From an optimization exercise on the open Yosys and OpenROAD flow, aimed at small area and a short achievable clock period; shortcuts taken in it are not production practice.
Only simulation tests tie the RTL to the original design; equivalence was not proved.
No activity file was given, so power comes from the tool's default toggle rates.

## job 9747
==> flow/design.v (excerpt) <==
module de_script_player #(
  parameter int DEPTH = 16,
  parameter int AW    = 4,
  parameter int DW    = 32,
  parameter int EW    = 50 + 5 * DW
) (
  input  logic          clk_i,
  input  logic          rst_n_i,
  input  logic          tbl_we_i,
  input  logic [AW-1:0] tbl_addr_i,
  input  logic [EW-1:0] tbl_data_i,
  input  logic [AW:0]   prog_len_i,
  input  logic          start_i,
  input  logic          de_v_i,
  input  logic          reg_dep_i,
  input  logic          mem_dep_i,
  input  logic          mr_stall_i,
  input  logic          mw_stall_i,
  output logic          ld_ag_o,
  output logic          ag_vin_o,
  output logic          de_re_o,
  output logic          de_we_o,
  output logic          de_rmsel_o,
  output logic          ro_needed_o,
  output logic          rm_needed_o,
  output logic [1:0]    de_alusel_o,
  output logic [2:0]    de_jmp_o,
  output logic [7:0]    de_modrm_o,
  output logic [15:0]   de_sreg_o,
  output logic [15:0]   de_ptr_o,
  output logic [DW-1:0] de_dval_o,
  output logic [DW-1:0] de_sval_o,
  output logic [DW-1:0] de_disp_o,
  output logic [DW-1:0] de_flags_o,
  output logic [DW-1:0] de_flag_ld_o,
  output logic          busy_o,
  output logic          done_o,
  output logic [15:0]   retired_o
);
==> flow/config.mk <==
export PLATFORM = sky130hd
export DESIGN_NAME = de_script_player
export DESIGN_NICKNAME = de_script_player
export VERILOG_FILES = /design/flow/design.v
export SDC_FILE = /design/flow/constraint.sdc
export NUM_CORES = 4
export LEC_CHECK = 0
export CAP_MARGIN = 20
export CORE_MARGIN = 2
export CORE_UTILIZATION = 70
export CTS_CLUSTER_DIAMETER = 80
export CTS_CLUSTER_SIZE = 30
export PLACE_DENSITY = 0.8
export SETUP_SLACK_MARGIN = 2.8
export SLEW_MARGIN = 20
==> flow/constraint.sdc <==
create_clock -name core_clock -period 5.0 [get_ports {clk_i}]
set_input_delay 1.0000 -clock core_clock [delete_from_list [all_inputs] [get_ports {clk_i}]]
set_output_delay 1.0000 -clock core_clock [all_outputs]
set_load 0.01 [all_outputs]
standard.sh (not shown) runs the stock make flow with config.mk's settings and CLKGATE_MAP_FILE= SYNTH_SCRIPT=/design/flow/synth_recipe.tcl, a recipe that flattens the netlist after the stock synthesis.
==> flow/flow/run.sh <==
#!/bin/bash
set -euo pipefail
cd "$(dirname "$0")/.."
export BUFFER_PORTS_ARGS="-buffer_cell sky130_fd_sc_hd__buf_1"
bash standard.sh MATCH_CELL_FOOTPRINT=0 finish > flow_make.log 2>&1
The inputs of job 3251 differ from those of job 9747 as listed below.
- changing CTS_CLUSTER_SIZE from 30 to 28
- changing CTS_CLUSTER_DIAMETER from 80 to 70
- changing SETUP_SLACK_MARGIN from 2.8 to 2.3
Results
Comparing job 9747 and job 3251, the lower post-layout total power was measured on job 3251.
On number of setup buffers added after CTS: job 3251 sits below job 9747.
In the metrics for job 9747 and job 3251, the one carrying the lower area of the multi-input gates is job 3251.
Re maximum ir drop on the vdd rail: job 9747 and job 3251 aren't equal, and the lower value belongs to job 9747.
Longest individual stage delay on the worst path: higher on job 3251
Run comparison: job 3251 library cell contributing the largest single delay on the critical path nor3_4; job 9747 library cell contributing the largest single delay on the critical path dfrtp_1
Looking at sequential share of layout area, job 3251 sits 1.8 points above job 9747.
Proportion of power drawn by the clock network: job 3251 > job 9747
[inputs] job 3296 vs job 3251
- CTS_CLUSTER_DIAMETER: 70 -> 60
- CTS_CLUSTER_SIZE: 28 -> 25
- SETUP_SLACK_MARGIN: 2.3 -> 2.6
==> flow/run.sh (new file) <==
#!/bin/bash
# synth_recipe.tcl (not shown) runs the flow's synth.tcl, then flattens the netlist and writes it again
# the make line also repeats each setting of config.mk as NAME=value (left out here)
make -C /OpenROAD-flow-scripts/flow DESIGN_CONFIG=/design/flow/config.mk WORK_HOME=/design/flow/orfs CLKGATE_MAP_FILE= SYNTH_SCRIPT=/design/flow/synth_recipe.tcl finish
removed: flow/flow/run.sh
removed: flow/standard.sh
Notes after the runs:
Relative to job 3251, number of cells upsized or downsized after cts has increased by 1116 in job 3296. Job 3296 vs. job 3251: worst slack at placement now smaller; global-route wire length before repair now larger; worst-case hold slack now larger. The flow did not stop early for job 3296: all stages ran, and the layout cleared the timing, design-rule and antenna checks.
The inputs of job 8443 differ from those of job 3296 as listed below.
- SETUP_SLACK_MARGIN now 3.0, was 2.6
==> flow/flow/run.sh (new file) <==
#!/bin/bash
set -euo pipefail
cd "$(dirname "$0")/.."
export BUFFER_PORTS_ARGS="-buffer_cell sky130_fd_sc_hd__buf_1"
bash standard.sh MATCH_CELL_FOOTPRINT=0 finish > flow_make.log 2>&1
==> flow/standard.sh (new file) <==
#!/bin/bash
# synth_recipe.tcl (not shown) runs the flow's synth.tcl, then flattens the netlist and writes it again
# the make line also repeats each setting of config.mk as NAME=value (left out here)
make -C /OpenROAD-flow-scripts/flow DESIGN_CONFIG=/design/flow/config.mk WORK_HOME=/design/flow/orfs CLKGATE_MAP_FILE= SYNTH_SCRIPT=/design/flow/synth_recipe.tcl "${@:-finish}"
removed: flow/run.sh
From job 3296 to job 8443 the numbers moved as follows: final-layout clock buffer total picked up an extra 9, cell area picked up an extra about 1.3%.
Job 3296 -> job 8443: non-clock buffer count increased by more than 10%
Switching component of the power delta for job 8443 relative to job 3296: 1000 µW higher
Job 8443 ends up with a fraction of the cycle the final worst path needs that is 1.5 points lower than in job 3296.
In the flow results for job 8443 and job 3296, the share of cells above drive strength 1 is smaller on job 3296.
Compare job 8443 and job 3296 | count of instances resized after the clock tree is built higher: job 3296
Inputs modified between job 8443 and job 8938:
- CTS_CLUSTER_DIAMETER now 70, was 60
- CTS_CLUSTER_SIZE now 28, was 25
- SETUP_SLACK_MARGIN now 2.6, was 3.0
==> comparison <==
- Job 8938 was carried through to the last stage, and its layout satisfied the timing, design-rule and antenna checks.
- Combined flip-flop and latch cell area came out exactly the same in job 8443 and job 8938.
- Job 8938 vs job 8443 — number of clock buffer instances in the layout dropped by a little under 10%
- [job 8938] post-cts resize count fell 118 relative to job 8443

-- what the ideal ports hide --
How much do the figures lean on ideal ports? The routed layouts below were timed once more, with nothing changed but the port constraints.
Step 1 (the two cells are an assumption about what drives the block):
set clk [get_ports {clk_i}]
set_driving_cell -lib_cell sky130_fd_sc_hd__clkbuf_16 $clk
set_driving_cell -lib_cell sky130_fd_sc_hd__buf_2 [delete_from_list [all_inputs] $clk]
Step 2 times the ports against the registers' clock, not the clock port: input delays grow and output delays shrink by t, the midpoint of the rising clock arrivals with the driver on.
Slacks: no drivers / after step 1 / after step 2; pairs: no drivers / after step 1.
run	shift t [ns]	setup slack, ns	hold slack, ns	worst setup path after step 2
job 9747	0.943	2.403 / 2.310 / 1.793	0.068 / 0.000 / 0.503	input to register
job 3251	0.936	2.289 / 2.232 / 1.393	0.077 / 0.008 / 0.498	input to register
job 3296	0.946	2.274 / 2.184 / 1.703	0.087 / 0.046 / 0.505	input to register
job 8443	0.986	2.347 / 2.252 / 1.865	0.037 / -0.033 / 0.510	input to register
job 8938	0.956	2.398 / 2.301 / 1.553	0.058 / -0.013 / 0.512	input to register
After both steps every run listed still meets setup and hold. The setup slack of job 3251, which loses most, moves by -0.057 ns with the drivers and by -0.896 ns with both steps.
